This design comes from an exercise in tuning for small area, a short achievable clock period and few clock cycles per item on the open sky130 flow, not from production work. In this exercise RTL edits were held to simulation tests only and were not proved equivalent to the original.

File: design.v
package alu_pkg;
    typedef enum logic [4:0] {
        ALU_ADD   = 5'd0,
        ALU_ADDU  = 5'd1,
        ALU_SUB   = 5'd2,
        ALU_SUBU  = 5'd3,
        ALU_AND   = 5'd4,
        ALU_OR    = 5'd5,
        ALU_XOR   = 5'd6,
        ALU_NOR   = 5'd7,
        ALU_SLT   = 5'd8,
        ALU_SLTU  = 5'd9,
        ALU_SLL   = 5'd10,
        ALU_SRL   = 5'd11,
        ALU_SRA   = 5'd12,
        ALU_SLLV  = 5'd13,
        ALU_SRLV  = 5'd14,
        ALU_SRAV  = 5'd15,
        ALU_LUI   = 5'd16,
        ALU_MFHI  = 5'd17,
        ALU_MFLO  = 5'd18,
        ALU_MTHI  = 5'd19,
        ALU_MTLO  = 5'd20,
        ALU_MULT  = 5'd21,
        ALU_MULTU = 5'd22,
        ALU_DIV   = 5'd23,
        ALU_DIVU  = 5'd24
    } alu_op_t;
    typedef enum logic [2:0] {
        MD_IDLE = 3'd0,
        MD_MUL  = 3'd1,
        MD_DSET = 3'd2,
        MD_DIV  = 3'd3,
        MD_FIX  = 3'd4
    } md_state_t;
    function automatic logic is_md_op(alu_op_t op);
        is_md_op = (op == alu_pkg::ALU_MULT) || (op == alu_pkg::ALU_MULTU) ||
                   (op == alu_pkg::ALU_DIV)  || (op == alu_pkg::ALU_DIVU);
    endfunction
endpackage
module md_add #(
    parameter int W = 32
) (
    input  logic [W-1:0] a,
    input  logic [W-1:0] b,
    input  logic         cin,
    output logic [W-1:0] s,
    output logic         co,
    output logic         cm             
);
    localparam int N = W + 1;
    localparam int L = $clog2(N);
    logic [(L+1)*N-1:0] g, p;
    logic [N-1:0] x;
    assign x          = {a ^ b, 1'b0};
    assign g[N-1:0]   = {a & b, cin};
    assign p[N-1:0]   = x;
    for (genvar l = 0; l < L; l++) begin : g_lvl
        for (genvar i = 0; i < N; i++) begin : g_bit
            if (((i >> l) & 1) == 1) begin : g_op
                localparam int J = ((i >> l) << l) - 1;
                assign g[(l+1)*N+i] = g[l*N+i] | (p[l*N+i] & g[l*N+J]);
                assign p[(l+1)*N+i] = p[l*N+i] & p[l*N+J];
            end else begin : g_pass
                assign g[(l+1)*N+i] = g[l*N+i];
                assign p[(l+1)*N+i] = p[l*N+i];
            end
        end
    end
    assign s  = x[N-1:1] ^ g[L*N +: W];
    assign co = g[L*N+W];
    assign cm = g[L*N+W-1];
endmodule
module md_add_ks #(
    parameter int W = 32
) (
    input  logic [W-1:0] a,
    input  logic [W-1:0] b,
    input  logic         cin,
    output logic [W-1:0] s,
    output logic         co,
    output logic         cm
);
    localparam int N = W + 1;
    localparam int L = $clog2(N);
    logic [(L+1)*N-1:0] g, p;
    logic [N-1:0] x;
    assign x          = {a ^ b, 1'b0};
    assign g[N-1:0]   = {a & b, cin};
    assign p[N-1:0]   = x;
    for (genvar l = 0; l < L; l++) begin : g_lvl
        for (genvar i = 0; i < N; i++) begin : g_bit
            if (i >= (1 << l)) begin : g_op
                assign g[(l+1)*N+i] = g[l*N+i] | (p[l*N+i] & g[l*N+i-(1<<l)]);
                assign p[(l+1)*N+i] = p[l*N+i] & p[l*N+i-(1<<l)];
            end else begin : g_pass
                assign g[(l+1)*N+i] = g[l*N+i];
                assign p[(l+1)*N+i] = p[l*N+i];
            end
        end
    end
    assign s  = x[N-1:1] ^ g[L*N +: W];
    assign co = g[L*N+W];
    assign cm = g[L*N+W-1];
endmodule
module md_btop (
    input  logic [32:0] m,
    output logic [4:0]  top
);
    logic [34:0] mx;
    assign mx = {m[32], m, 1'b0};
    always_comb begin
        top = 5'd0;
        for (int i = 0; i < 17; i++)
            if (!((mx[2*i+2] == mx[2*i+1]) && (mx[2*i+1] == mx[2*i]))) top = 5'(i);
    end
endmodule
module md_bdec (
    input  logic [4:0] dp,
    output logic [5:0] dc
);
    assign dc[5] = dp[4] & ~(dp[3] & dp[2]);
    assign dc[4] = dp[3] ^ dp[2];
    assign dc[3] = (dp[4:2] == 3'b011) || (dp[4:2] == 3'b100);
    assign dc[2] = dp[2] & ~(dp[1] & dp[0]);
    assign dc[1] = dp[1] ^ dp[0];
    assign dc[0] = (dp[2:0] == 3'b011) || (dp[2:0] == 3'b100);
endmodule
module md_bpp (
    input  logic [32:0] a,
    input  logic [2:0]  dc,             
    output logic [33:0] pp
);
    assign pp = (dc[0] ? {a, 1'b0} : dc[1] ? {a[32], a} : 34'd0) ^ {34{dc[2]}};
endmodule
module muldiv_iter #(
    parameter int WIDTH = 32
) (
    input  logic             clk,
    input  logic             rst,
    input  logic             valid,
    input  alu_pkg::alu_op_t op,
    input  logic [WIDTH-1:0] arg1,
    input  logic [WIDTH-1:0] arg2,
    output logic             ready,
    output logic [WIDTH-1:0] hi,
    output logic [WIDTH-1:0] lo
);
    alu_pkg::md_state_t state_q, state_d;
    logic [4:0]  cnt_q, cnt_d;      
    logic [5:0]  dp_q, dp_d;        
    logic [32:0] a_q, a_d;          
    logic [32:0] m_q, m_d;          
    logic        negq_q, negq_d;    
    logic        negr_q, negr_d;    
    logic        ufix_q, ufix_d;    
    logic        qnz_q, qnz_d;      
    logic [31:0] hi_q, hi_d;
    logic [31:0] lo_q, lo_d;
    logic idle;
    assign idle = (state_q == alu_pkg::MD_IDLE);
    logic op_mul, op_div, op_signed, b_zero;
    assign op_mul    = (op == alu_pkg::ALU_MULT) || (op == alu_pkg::ALU_MULTU);
    assign op_div    = (op == alu_pkg::ALU_DIV)  || (op == alu_pkg::ALU_DIVU);
    assign op_signed = (op == alu_pkg::ALU_MULT) || (op == alu_pkg::ALU_DIV);
    assign b_zero    = (arg2 == '0);
    logic sgn1, sgn2;
    assign sgn1 = op_signed & arg1[31];
    assign sgn2 = op_signed & arg2[31];
    logic [4:0] top1, top2;
    md_btop u_top1 (.m({arg1[31], arg1}), .top(top1));
    md_btop u_top2 (.m({arg2[31], arg2}), .top(top2));
    logic swap;
    assign swap = (top1 < top2);
    logic [33:0] pp1, pp0;
    logic        ng1, ng0;
    md_bpp u_pp1 (.a(a_q), .dc(dp_q[5:3]), .pp(pp1));
    md_bpp u_pp0 (.a(a_q), .dc(dp_q[2:0]), .pp(pp0));
    assign ng1 = dp_q[5];
    assign ng0 = dp_q[2];
    logic        mul, s1, s2, fr, fq;
    assign mul = (state_q == alu_pkg::MD_MUL);
    assign s1  = arg1[31];
    assign s2  = arg2[31];
    assign fr  = negr_q;
    assign fq  = negq_q & qnz_q;
    logic [63:0] cx, cy, cz, cs, cc, acc2;
    logic        acc_co;
    always_comb begin
        if (mul) begin
            cx = {hi_q[27:0], lo_q, 1'b0, ng1, 1'b0, ng0};
            cy = {{28{pp1[33]}}, pp1, 2'b00};
            cz = {{30{pp0[33]}}, pp0};
        end else if (idle) begin
            cx = {arg1 ^ {32{s1}}, arg2 ^ {32{s2}}};
            cy = '0;
            cz = {31'd0, s1, 31'd0, s2};
        end else begin
            cx = {hi_q ^ {32{fr}}, lo_q ^ {32{fq}}};
            cy = '0;
            cz = {ufix_q ? a_q[31:0] : {31'd0, fr}, 31'd0, fq};
        end
    end
    assign cs = cx ^ cy ^ cz;
    assign cc = {(cx[62:0] & cy[62:0]) | (cx[62:0] & cz[62:0]) | (cy[62:0] & cz[62:0]), 1'b0};
    md_add #(.W(64)) u_macc (.a(cs), .b(cc), .cin(1'b0), .s(acc2), .co(acc_co), .cm());
    logic [32:0] msel;
    logic [3:0]  psel;
    assign msel = swap ? {arg1[31], arg1} : {arg2[31], arg2};
    assign psel = swap ? top1[4:1] : top2[4:1];
    logic [36:0] mx_sel, mx;
    assign mx_sel = {msel[32], msel[32], msel[32], msel, 1'b0};
    assign mx     = {m_q[32], m_q[32], m_q[32], m_q, 1'b0};
    logic [3:0] cnt_m1;
    assign cnt_m1 = cnt_q[3:0] - 4'd1;
    logic [5:0] dc_sel, dc_nxt;
    md_bdec u_dec_sel (.dp(mx_sel[4*psel +: 5]), .dc(dc_sel));
    md_bdec u_dec_nxt (.dp(mx[4*cnt_m1 +: 5]),   .dc(dc_nxt));
    logic [5:0] lz_r, lz_d;
    always_comb begin
        lz_r = 6'd32;
        for (int i = 0; i < 32; i++)
            if (hi_q[i]) lz_r = 6'(31 - i);
        lz_d = 6'd32;
        for (int i = 0; i < 32; i++)
            if (a_q[i]) lz_d = 6'(31 - i);
    end
    logic [5:0] shd;
    assign shd = lz_d - lz_r;
    logic [32:0] dsub1;
    logic [31:0] dsub2a;
    logic [33:0] t3x, t3y, t3z, t3s, t3c, dsub2b;
    logic        q1, q2a, q2b, q2;
    logic [31:0] rem2;
    md_add #(.W(33)) u_dsub1 (.a({1'b0, hi_q}), .b(~a_q), .cin(1'b1), .s(dsub1),
                              .co(q1), .cm());
    md_add #(.W(32)) u_dsub2a (.a(hi_q), .b(~a_q[32:1]), .cin(1'b1), .s(dsub2a),
                               .co(q2a), .cm());
    assign t3x = {2'b00, hi_q};
    assign t3y = ~{1'b0, a_q};
    assign t3z = ~{2'b00, a_q[32:1]};
    assign t3s = t3x ^ t3y ^ t3z;
    assign t3c = (t3x & t3y) | (t3x & t3z) | (t3y & t3z);
    logic        t3co;
    md_add #(.W(34)) u_dsub2b (.a(t3s), .b({t3c[32:0], 1'b1}), .cin(1'b1), .s(dsub2b),
                               .co(t3co), .cm());
    assign q2b  = ~dsub2b[33];
    assign q2   = q1 ? q2b : q2a;
    assign rem2 = q1 ? (q2b ? dsub2b[31:0] : dsub1[31:0])
                     : (q2a ? dsub2a : hi_q);
    logic [32:0] a_al;              
    assign a_al = {1'b0, a_q[31:0], 1'b0} << {shd[4:1], 1'b0};
    always_comb begin
        state_d = state_q;
        cnt_d   = cnt_q;
        dp_d    = dp_q;
        a_d     = a_q;
        m_d     = m_q;
        negq_d  = negq_q;
        negr_d  = negr_q;
        ufix_d  = ufix_q;
        qnz_d   = qnz_q;
        hi_d    = hi_q;
        lo_d    = lo_q;
        case (state_q)
            alu_pkg::MD_IDLE: begin
                if (valid && op_mul) begin
                    a_d     = swap ? {sgn2, arg2} : {sgn1, arg1};
                    m_d     = msel;
                    ufix_d  = !op_signed && (swap ? arg1[31] : arg2[31]);
                    negq_d  = 1'b0;
                    negr_d  = 1'b0;
                    cnt_d   = {1'b0, psel};
                    dp_d    = dc_sel;
                    hi_d    = '0;
                    lo_d    = '0;
                    state_d = alu_pkg::MD_MUL;
                end else if (valid && op_div) begin
                    a_d    = {1'b0, op_signed ? acc2[31:0] : arg2};
                    negq_d = sgn1 ^ sgn2;
                    ufix_d = 1'b0;
                    qnz_d  = 1'b0;
                    negr_d = sgn1;
                    hi_d   = op_signed ? acc2[63:32] : arg1;
                    if (b_zero) begin
                        lo_d    = '1;
                        negq_d  = 1'b0;
                        state_d = sgn1 ? alu_pkg::MD_FIX : alu_pkg::MD_IDLE;
                    end else begin
                        lo_d    = '0;
                        state_d = alu_pkg::MD_DSET;
                    end
                end else if (valid && op == alu_pkg::ALU_MTHI) begin
                    hi_d = arg1;
                end else if (valid && op == alu_pkg::ALU_MTLO) begin
                    lo_d = arg1;
                end
            end
            alu_pkg::MD_MUL: begin
                hi_d  = acc2[63:32];
                lo_d  = acc2[31:0];
                cnt_d = cnt_q - 5'd1;
                dp_d  = dc_nxt;
                if (cnt_q == 5'd0) state_d = ufix_q ? alu_pkg::MD_FIX : alu_pkg::MD_IDLE;
            end
            alu_pkg::MD_DSET: begin
                if (shd[5]) begin
                    state_d = negr_q ? alu_pkg::MD_FIX : alu_pkg::MD_IDLE;
                    negq_d  = 1'b0;
                end else begin
                    a_d     = a_al;
                    cnt_d   = {1'b0, shd[4:1]};
                    state_d = alu_pkg::MD_DIV;
                end
            end
            alu_pkg::MD_DIV: begin
                hi_d  = rem2;
                lo_d  = {lo_q[29:0], q1, q2};
                qnz_d = qnz_q | q1 | q2;
                a_d   = {2'b00, a_q[32:2]};
                cnt_d = cnt_q - 5'd1;
                if (cnt_q == 5'd0)
                    state_d = (negq_q || negr_q) ? alu_pkg::MD_FIX : alu_pkg::MD_IDLE;
            end
            alu_pkg::MD_FIX: begin
                hi_d    = acc2[63:32];
                lo_d    = acc2[31:0];
                state_d = alu_pkg::MD_IDLE;
            end
            default: state_d = alu_pkg::MD_IDLE;
        endcase
    end
    always_ff @(posedge clk or posedge rst) begin
        if (rst) begin
            state_q <= alu_pkg::MD_IDLE;
            hi_q    <= '0;
            lo_q    <= '0;
        end else begin
            state_q <= state_d;
            hi_q    <= hi_d;
            lo_q    <= lo_d;
        end
    end
    always_ff @(posedge clk) begin
        cnt_q  <= cnt_d;
        dp_q   <= dp_d;
        a_q    <= a_d;
        m_q    <= m_d;
        negq_q <= negq_d;
        negr_q <= negr_d;
        ufix_q <= ufix_d;
        qnz_q  <= qnz_d;
    end
    assign ready = idle;
    assign hi    = hi_q;
    assign lo    = lo_q;
endmodule
module alu_mdu #(
    parameter int WIDTH = 32,
    localparam int SHAMT_W = $clog2(WIDTH)
) (
    input  logic               clk,
    input  logic               rst,
    input  alu_pkg::alu_op_t   ctrl,
    input  logic [WIDTH-1:0]   arg1,
    input  logic [WIDTH-1:0]   arg2,
    input  logic [SHAMT_W-1:0] shamt,
    input  logic               valid,
    output logic               ready,
    output logic [WIDTH-1:0]   result,
    output logic               zero,
    output logic               overflow,
    output logic [WIDTH-1:0]   hi,
    output logic [WIDTH-1:0]   lo
);
    logic [4:0] c;
    assign c = ctrl;
    logic [WIDTH-1:0] sum, dif;
    logic             co_s, co_d, cm_s, cm_d;
    md_add_ks #(.W(WIDTH)) u_add (.a(arg1), .b(arg2),  .cin(1'b0), .s(sum), .co(co_s), .cm(cm_s));
    md_add_ks #(.W(WIDTH)) u_sub (.a(arg1), .b(~arg2), .cin(1'b1), .s(dif), .co(co_d), .cm(cm_d));
    logic ovf_a, ovf_s, sdiff, ltu;
    assign ovf_a = cm_s ^ co_s;
    assign ovf_s = cm_d ^ co_d;
    assign sdiff = arg1[WIDTH-1] ^ arg2[WIDTH-1];
    assign ltu   = !co_d;
    assign zero     = (arg1 == arg2);
    assign overflow = (c == alu_pkg::ALU_ADD) ? ovf_a : (c == alu_pkg::ALU_SUB) ? ovf_s : 1'b0;
    logic [WIDTH-1:0] lgc;
    assign lgc = c[1] ? (c[0] ? ~(arg1 | arg2) : (arg1 ^ arg2))
                      : (c[0] ? (arg1 | arg2) : (arg1 & arg2));
    logic sh_var, sh_left, sh_arith;
    assign sh_var   = c[3] & c[2] & (c[1] | c[0]);                  
    assign sh_left  = c[3] & (c[2] ? (~c[1] & c[0]) : (c[1] & ~c[0]));   
    assign sh_arith = c[3] & c[2] & ~(c[1] ^ c[0]);               
    logic [SHAMT_W-1:0] sh_amt;
    assign sh_amt = sh_var ? arg1[SHAMT_W-1:0] : shamt;
    logic [WIDTH-1:0] sh_in, sh_out, sh_res;
    always_comb
        for (int i = 0; i < WIDTH; i++)
            sh_in[i] = sh_left ? arg2[WIDTH-1-i] : arg2[i];
    assign sh_out = WIDTH'($signed({sh_arith & arg2[WIDTH-1], sh_in}) >>> sh_amt);
    always_comb
        for (int i = 0; i < WIDTH; i++)
            sh_res[i] = sh_left ? sh_out[WIDTH-1-i] : sh_out[i];
    logic sel_sum, sel_lgc, sel_slt, sel_sh, sel_hl;
    assign sel_sum = (c[4:2] == 3'b000);
    assign sel_lgc = (c[4:2] == 3'b001);
    assign sel_slt = (c[4:1] == 4'b0100);
    assign sel_sh  = (c >= alu_pkg::ALU_SLL) && (c <= alu_pkg::ALU_SRAV);
    assign sel_hl  = (c == alu_pkg::ALU_MFHI) || (c == alu_pkg::ALU_MFLO);
    logic [WIDTH-1:0] hl;
    assign hl = c[0] ? hi : lo;
    assign result = ({WIDTH{sel_sum & ~c[1]}} & sum) |
                    ({WIDTH{sel_sum & c[1]}} & dif) |
                    ({WIDTH{sel_lgc}} & lgc) |
                    ({WIDTH{sel_sh}}  & sh_res) |
                    ({WIDTH{c == alu_pkg::ALU_LUI}} & {arg2[WIDTH/2-1:0], {(WIDTH/2){1'b0}}}) |
                    ({WIDTH{sel_hl}}  & hl) |
                    {{(WIDTH-1){1'b0}}, sel_slt & ((sdiff & ~c[0]) ? arg1[WIDTH-1] : ltu)};
    muldiv_iter #(
        .WIDTH(WIDTH)
    ) u_md (
        .clk  (clk),
        .rst  (rst),
        .valid(valid),
        .op   (ctrl),
        .arg1 (arg1),
        .arg2 (arg2),
        .ready(ready),
        .hi   (hi),
        .lo   (lo)
    );
endmodule
File: flow/run.sh
#!/bin/bash
# The standard layout, except that the port buffers are plain
# sky130_fd_sc_hd__buf_2 cells instead of the delay cells buffer_ports picks
# by default. Every port still gets its buffer; nothing else changes.
set -euo pipefail
export BUFFER_PORTS_ARGS="-buffer_cell sky130_fd_sc_hd__buf_2"
bash standard.sh > standard.log 2>&1
File: standard.sh
#!/bin/bash
# synth_recipe.tcl (not shown) runs the flow's synth.tcl, then flattens the netlist and writes it again
# the make line also repeats each setting of config.mk as NAME=value (left out here)
make -C /OpenROAD-flow-scripts/flow DESIGN_CONFIG=/design/flow/config.mk WORK_HOME=/design/flow/orfs CLKGATE_MAP_FILE= SYNTH_SCRIPT=/design/flow/synth_recipe.tcl "${@:-finish}"
File: config.mk
export PLATFORM = sky130hd
export DESIGN_NAME = alu_mdu
export DESIGN_NICKNAME = alu_mdu
export VERILOG_FILES = /design/flow/design.v
export SDC_FILE = /design/flow/constraint.sdc
export NUM_CORES = 4
export LEC_CHECK = 0
export CAP_MARGIN = 20
export CORE_MARGIN = 2
export CORE_UTILIZATION = 65
export SETUP_SLACK_MARGIN = 0.4
export SLEW_MARGIN = 20
File: constraint.sdc
create_clock -name core_clock -period 7.0 [get_ports {clk}]
set_input_delay 1.4000 -clock core_clock [delete_from_list [all_inputs] [get_ports {clk}]]
set_output_delay 1.4000 -clock core_clock [all_outputs]
set_load 0.01 [all_outputs]
==> notes.md, run 1 <==
status: no timing/DRC/antenna violations
root buffer cell: clkbuf_16
Port Buffer Count: 175
first-pass GRT wire length: 242000 um
Total GRT Usage: 0.627
row count: 82
vias per cell: 7.70
wire per inst: 32.6 um
vias: 39.8k
TritonCTS clock tree: done
Final ANT Viol Nets: 0
Setup Viol. Count Final: 0
Max Root-Sink Buffers: 2
cell count after placement: 5109
number of flops mapped to enable cells by yosys: 80
Placed Area: 0.0351 sq mm
worst-path maximum fanout: 4
Syn Std Cell Area: 0.0329 sq mm
Nets: 4955
Syn Inst Count: 4404
CTS Hold Bufs: 0
Post-synth ARST share: 0.456
dpl hpwl: 125000 um
antenna violations before repair: 21
Setup crit start kind: input port
initial core utilization: 0.657
Remaining Overflow, GRT: 0
pins over their slew limit: 0
crit-path max cell delay: 0.45 ns
post-synthesis sequential area ratio: 0.124
Design Area, Final: 0.0362 sq mm
area leader, netlist: ha_1
vias in the first global route: 36.2k
TritonCTS Buffers: 17
Tcrit/Tclk final: 0.959
Setup crit end kind: output pin
register bit count reported by yosys: 147
Reg clk slew, reported paths: 0.08 ns
layout cells sized above 1: 0.140
die area: 0.0524 sq mm
final WL: 169000 um
final hold vios: 0
crit path DAT: 5.31 ns
unrepaired setup endpoints after global routing: true
Worst EP required: 5.60 ns
Clk Latency, worst-skew pair: 0.50 ns
Initial DRC Count: 8615
die height: 229 um
largest cells by area after synthesis: ha_1, edfxtp_1, fa_1
total core area: 0.0501 sq mm
I/O Pins: 176
syn_nets: 4885
Area Overhead vs Synth: 9.99%
clock sinks: 147
Placer Congestion: 1.18
Synth Flop Type: edfxtp_1
Yosys top cell area share: 0.111
fmax: 0.149 GHz
hold crit path type: reg2reg
CP cell instances: buf_2 > inv_1 > ha_4 > inv_1 > o21ai_0 > a21oi_1 > o41ai_2 > a21oi_2 > a2111oi_0 > buf_4 > o41ai_4 > a21oi_1 > o41ai_2 > a21oi_1 > o21bai_1 > xnor2_1 > o21ai_1 > buf_2
Die X-Extent: 229 um
largest net degree at the start of global routing: 159
Clock Skews: 0.0120 ns
Max Cap Viol: 0
Crit-path slowest cell: o41ai_2
crit-path most repeated cell: a21oi_1
Slew headroom: 0.0458
DRC viols: 0
post-route insts no fill: 5177
Unique masters post-synth: 94
H-tree levels: 4
Worst Tran Pin Value: 1.42 ns
Syn. warnings: 3
first-pass detailed-route iteration total: 17
post-route minimum period: 6.71 ns
Hold WS: 0.613 ns
Avg Inst Size Synth: 7.47 sq um
crit path kind: in2out
[final timing paths]
path / startpoint / to / slack, ns / cells after the start
setup / recovery: arg1[2] / overflow / 0.29 / 18
hold / removal: u_md.qnz_q / u_md.qnz_q / 0.61 / 2
setup reg to reg: u_md.state_q[0] / u_md.hi_q[13] / 0.51 / 20
hold reg to reg: u_md.qnz_q / u_md.qnz_q / 0.61 / 2
max in group asynchronous: rst / u_md.state_q[0] / 4.79 / 3
min in group asynchronous: rst / u_md.hi_q[16] / 0.92 / 2
[synth_stat cells, drive strengths merged (26+ instances only)]
cell type and number:
a21oi 439, nor2 435, o21ai 420, nand2 399
ha 293, clkbuf 276, inv 224, xnor2 210
xor2 167, mux2i 154, fa 111, buf 95
o211ai 87, a22oi 82, edfxtp 80, nor3 74
dfrtp 67, a21o 64, a31oi 48, a211oi 45
a221oi 45, nand3 44, mux2 42, mux4 36
a222oi 33, o221ai 32, o22ai 31, nor2b 30
o21bai 30, nand2b 27, nand4 26
[routing by layer]
layer	up-vias	part of all wire	wire length, um	GRT usage
met1	18106	0.33	55900	0.755
met3	1360	0.20	34300	0.384
li1	16060	-	-	-
met4	14	0.10	17300	0.457
met5	-	0.0010	172	0.0211
met2	4299	0.36	61000	0.798
[critical path, delay by kind of cell]
kind | cells | cell delay, ns
AO/OA/AOI/OAI | 11 | 2.63
XOR/XNOR | 1 | 0.09
adder cells (fa/ha/maj) | 1 | 0.28
buffers and inverters | 5 | 0.90
[per-stage QoR]
stage	util	worst slack, ns	TNS [ns]
2_1_floorplan	-	0.439	0
3_3_place_gp	0.702	0.0740	0
3_5_place_dp	0.702	-0.00490	-0.00490
4_1_cts	0.716	0.387	0
5_1_grt	0.722	0.320	0
6_report	0.723	0.289	0
[layout make-up]
class / count / area (sq um)
inverter: 225 / 873
sequential: 147 / 4080
tap: 672 / 841
clock inverter: 15 / 141
timing repair buffer: 422 / 2850
fill: 4129 / 13900
antenna: 18 / 45.0
clock buffer: 17 / 425
multi-input combinational: 3661 / 26900
[cells by family after synthesis]
kind of cell	synth area share
xor gates and xnor gates	0.101
AOI/OAI and AO/OA	0.287
other	0.000114
and+or+nand+nor	0.152
adders and majority gates	0.179
muxes	0.0864
DFF	0.124
buffers and inverters	0.0705
[sequential cells by signal, indices dropped and copies added, names as in the netlist, 3 cells and up]
| register | count |
|---|---|
| u_md.state_q | 3 |
| u_md.m_q | 32 |
| u_md.dp_q | 6 |
| u_md.cnt_q | 5 |
| u_md.a_q | 33 |
| u_md.lo_q | 32 |
| u_md.hi_q | 32 |
[repair_timing]
item / in CTS / in global routing
setup buffers: 3 / 13
resized for setup: 24 / 32
endpoints found under the setup margin: 7 / 17
pin swaps: 2 / 9
[layout by cell type, fill, tap and decap left out, types with 33 or more instances in the layout]
| cell type | n |
|---|---|
| nor2_1 | 431 |
| a21oi_1 | 427 |
| o21ai_0 | 400 |
| nand2_1 | 396 |
| ha_1 | 283 |
| buf_4 | 241 |
| inv_1 | 213 |
| xnor2_1 | 209 |
| buf_2 | 169 |
| xor2_1 | 165 |
| mux2i_1 | 151 |
| fa_1 | 111 |
| o211ai_1 | 85 |
| a22oi_1 | 80 |
| edfxtp_1 | 80 |
| nor3_1 | 71 |
| dfrtp_1 | 66 |
| a21o_1 | 64 |
| a31oi_1 | 46 |
| nand3_1 | 44 |
| a221oi_1 | 44 |
| a211oi_1 | 42 |
| mux2_2 | 42 |
| mux4_2 | 36 |
| a222oi_1 | 33 |
Testbench counts, summed over its fixed seeds: cycles 12,929, ops 2,400.
==> run 2: changes to the inputs <==
--- a/design.v
+++ b/design.v
@@ -181,6 +181,6 @@
     logic        mul, s1, s2, fr, fq;
     assign mul = (state_q == alu_pkg::MD_MUL);
-    assign s1  = arg1[31];
-    assign s2  = arg2[31];
+    assign s1  = op_div & sgn1;
+    assign s2  = sgn2;
     assign fr  = negr_q;
     assign fq  = negq_q & qnz_q;
@@ -277,10 +277,10 @@
                     state_d = alu_pkg::MD_MUL;
                 end else if (valid && op_div) begin
-                    a_d    = {1'b0, op_signed ? acc2[31:0] : arg2};
+                    a_d    = {1'b0, acc2[31:0]};
                     negq_d = sgn1 ^ sgn2;
                     ufix_d = 1'b0;
                     qnz_d  = 1'b0;
                     negr_d = sgn1;
-                    hi_d   = op_signed ? acc2[63:32] : arg1;
+                    hi_d   = acc2[63:32];
                     if (b_zero) begin
                         lo_d    = '1;
==> notes.md, run 2 <==
status: no timing/DRC/antenna violations (unchanged)
total core area: 0.0512 sq mm (was 0.0501 sq mm)
CP cell instances: clkbuf_4 > clkinvlp_4 > ha_4 > inv_1 > nand3_1 > nor4_2 > a21boi_1 > buf_4 > o211ai_1 > a2111oi_2 > buf_4 > o31ai_1 > o211a_1 > o21ai_0 > a31o_1 > buf_2 (was buf_2 > inv_1 > ha_4 > inv_1 > o21ai_0 > a21oi_1 > o41ai_2 > a21oi_2 > a2111oi_0 > buf_4 > o41ai_4 > a21oi_1 > o41ai_2 > a21oi_1 > o21bai_1 > xnor2_1 > o21ai_1 > buf_2)
Syn Inst Count: 4453 (was 4404)
Final ANT Viol Nets: 0 (unchanged)
commonest non-fill, non-tap cell in the layout: nor2_1 (unchanged)
hold depth: 2 (unchanged)
pins over their slew limit: 0 (unchanged)
hold_sp: u_md.cnt_q[4] (was u_md.qnz_q)
die height: 231 um (was 229 um)
dpl hpwl: 123000 um (was 125000 um)
Compound-Gate Fraction of Synth Area: 0.269 (was 0.287)
first-pass GRT wire length: 233000 um (was 242000 um)
initial core utilization: 0.657 (about the same)
DRC viols: 0 (unchanged)
adder-cell share of the synthesized area: 0.175 (was 0.179)
Die X-Extent: 231 um (was 229 um)
Setup crit start kind: input port (unchanged)
Clk Latency, worst-skew pair: 0.50 ns (about the same)
syn_nets: 4934 (was 4885)
Setup crit end kind: output pin (unchanged)
number of flops mapped to enable cells by yosys: 80 (unchanged)
Worst EP required: 5.60 ns (about the same)
worst path bufs/invs: 6 (was 5)
crit-path most repeated cell: buf_4 (was a21oi_1)
hold crit path type: reg2reg (unchanged)
area leader, netlist: ha_1 (unchanged)
Placed Area: 0.0361 sq mm (was 0.0351 sq mm)
crit-path max cell delay: 0.49 ns (was 0.45 ns)
post-synthesis sequential area ratio: 0.121 (was 0.124)
Max Cap Viol: 0 (unchanged)
Worst Hold End: u_md.cnt_q[4] (was u_md.qnz_q)
unrepaired setup endpoints after global routing: true (unchanged)
vias in the first global route: 35.5k (was 36.2k)
mux share of post-synthesis cell area: 0.106 (was 0.0864)
cell with the most instances after synthesis: nor2_1 (was a21oi_1)
register bit count reported by yosys: 147 (unchanged)
setup TNS: 0 ns (unchanged)
Reg-to-Reg End: u_md.hi_q[5] (was u_md.hi_q[13])
Hold WS: 0.687 ns (was 0.613 ns)
Area Overhead vs Synth: 10.2% (was 9.99%)
Initial DRC Count: 8526 (was 8615)
crit path kind: in2out (unchanged)
worst-path maximum fanout: 10 (was 4)
die area: 0.0536 sq mm (was 0.0524 sq mm)
Slew headroom: 0.244 (was 0.0458)
wire per inst: 31.1 um (was 32.6 um)
Syn. warnings: 3 (unchanged)
TritonCTS clock tree: done (unchanged)
fmax: 0.151 GHz (was 0.149 GHz)
row count: 83 (was 82)
Synth Flop Type: edfxtp_1 (unchanged)
Top delay family on crit path: compound AO/OA/AOI/OAI gates (unchanged)
most frequent cells in the layout: nor2_1, a21oi_1, nand2_1 (was nor2_1, a21oi_1, o21ai_0)
final hold vios: 0 (unchanged)
vias: 39.3k (was 39.8k)
Tcrit/Tclk final: 0.946 (was 0.959)
Worst R2R Path Depth: 15 (was 20)
Max Root-Sink Buffers: 2 (unchanged)
r2r startpoint: u_md.a_q[8] (was u_md.state_q[0])
Syn Std Cell Area: 0.0336 sq mm (was 0.0329 sq mm)
I/O Pins: 176 (unchanged)
flop2flop setup slack: 0.73 ns (was 0.51 ns)
layout cells sized above 1: 0.144 (was 0.140)
Total GRT Usage: 0.588 (was 0.627)
Design Area, Final: 0.0371 sq mm (was 0.0362 sq mm)
most frequent cells after synthesis: nor2_1, a21oi_1, nand2_1 (was a21oi_1, nor2_1, o21ai_0)
crit path DAT: 5.22 ns (was 5.31 ns)
Unique masters post-synth: 92 (was 94)
Synth Area in XOR/XNOR: 0.102 (was 0.101)
vias per cell: 7.50 (was 7.70)
simple-gate share of the synthesized area: 0.158 (was 0.152)
Nets: 5022 (was 4955)
antenna violations before repair: 6 (was 21)
root buffer cell: clkbuf_16 (unchanged)
final WL: 163000 um (was 169000 um)
first-pass detailed-route iteration total: 17 (unchanged)
Placer Congestion: 1.17 (was 1.18)
largest register by flop count: u_md.a_q (unchanged)
Port Buffer Count: 175 (unchanged)
largest net degree at the start of global routing: 110 (was 159)
area of the multi-input gates: 0.0277 sq mm (was 0.0269 sq mm)
Remaining Overflow, GRT: 0 (unchanged)
Crit-path slowest cell: o21ai_0 (was o41ai_2)
Setup Viol. Count Final: 0 (unchanged)
Fill cells: 4138 (was 4129)
Reg clk slew, reported paths: 0.07 ns (was 0.08 ns)
post-route minimum period: 6.62 ns (was 6.71 ns)
TritonCTS Buffers: 17 (unchanged)
largest cells by area after synthesis: ha_1, edfxtp_1, a21oi_1 (was ha_1, edfxtp_1, fa_1)
Yosys top cell area share: 0.109 (was 0.111)
Worst Tran Pin Value: 1.13 ns (was 1.42 ns)
clock sinks: 147 (unchanged)
Avg Inst Size Synth: 7.55 sq um (was 7.47 sq um)
largest family of logic cells by synthesized area: compound AO/OA/AOI/OAI gates (unchanged)
H-tree levels: 4 (unchanged)
Clock Skews: 0.0214 ns (was 0.0120 ns)
flip-flop count of the largest register after layout: 33 (unchanged)
register area: 0.00408 sq mm (unchanged)
Post-synth ARST share: 0.456 (unchanged)
-- run 2: metrics by stage --
step / cells / setup WS, ns / utilization
2_1_floorplan: 4453 / 0.377 / -
3_3_place_gp: 5193 / 0.271 / 0.705
3_5_place_dp: 5193 / 0.175 / 0.705
4_1_cts: 5225 / 0.414 / 0.718
5_1_grt: 5234 / 0.375 / 0.724
6_report: 5236 / 0.379 / 0.724
-- run 2: layout make-up --
cell class / count / share of cell area
flip-flops and latches: 147 / 0.110
clock inverters: 15 / 0.00560
clock buffers: 17 / 0.0115
repair buffers: 430 / 0.0787
well taps: 680 / 0.0230
inverters: 236 / 0.0241
diodes: 2 / 0.000135
multi-input cells: 3709 / 0.747
-- run 2: metal layers --
layer / up-vias / GRT usage / routed length [um]
li1: 16260 / - / -
met1: 17940 / 0.740 / 56800
met2: 3954 / 0.768 / 59500
met3: 1107 / 0.310 / 31100
met4: 26 / 0.374 / 14700
met5: - / 0.0506 / 558
-- run 2: how the worst max path moves through the flow --
stage                         from            end  cells past startpoint
after detailed placement   ctrl[1]  u_md.hi_q[28]                     23
after floorplan            ctrl[1]  u_md.hi_q[28]                     26
after CTS                 arg1[10]     result[30]                     17
after global routing       ctrl[1]     result[24]                     20
final                     arg1[10]     result[28]                     16
after global placement     ctrl[1]  u_md.hi_q[31]                     25
-- run 2: cells by family (layout without fill, tap and decap cells) --
family | after synthesis | after routing
buffers and inverters | 597 | 698
and+or+nand+nor | 1211 | 1211
adders and majority gates | 404 | 404
muxes | 288 | 288
other | 1 | 3
xor gates and xnor gates | 391 | 391
DFF | 147 | 147
AOI/OAI and AO/OA | 1414 | 1414
-- run 2: worst register-to-register path, cell delays in order (launching register included) --
cell,delay [ns]
edfxtp_1,0.77
inv_1,0.37
ha_1,0.46
nand3_1,0.10
a21oi_1,0.11
o21ai_1,0.12
a31oi_1,0.45
a41oi_1,0.30
o31ai_1,0.78
nand3_1,0.42
a21oi_2,0.42
o32ai_4,0.19
buf_4,0.30
nor2_1,0.83
o21ai_0,0.34
a31oi_1,0.24
-- run 2: timing repair --
action,CTS,global route
pin swaps,1,14
buffers inserted,0,9
setup endpoints to repair,8,24
gates resized for setup,9,51
hold buffers,0,0
Testbench counts of run 2, summed over its fixed seeds: cycles 12,929, ops 2,400.

afterwards: timing with drivers on the ports:
The results above use ideal ports. As a check the final layouts listed here were re-extracted and re-timed, cells and wires unchanged.
Step 1 assumes that a clkbuf_16 drives the clock port and a buf_2 every other input.
Step 2, shift: input delay + t, output delay - t, t = (earliest + latest rising clock arrival at the registers) / 2. This alone moves slack from input paths to output paths.
a / b / c = no drivers / after step 1 / after step 2; a / b = the first two.
run	t, ns	setup WS [ns]	worst data-port slew with drivers (ns)
run 1	0.561	0.289 / 0.261 / -0.080	0.09
run 2	0.556	0.379 / 0.356 / 0.100	0.11
Met with ideal ports but missed after step 2: setup timing in run 1. For run 1, which loses most, drivers alone change the setup slack by -0.028 ns; drivers and shift together by -0.369 ns.
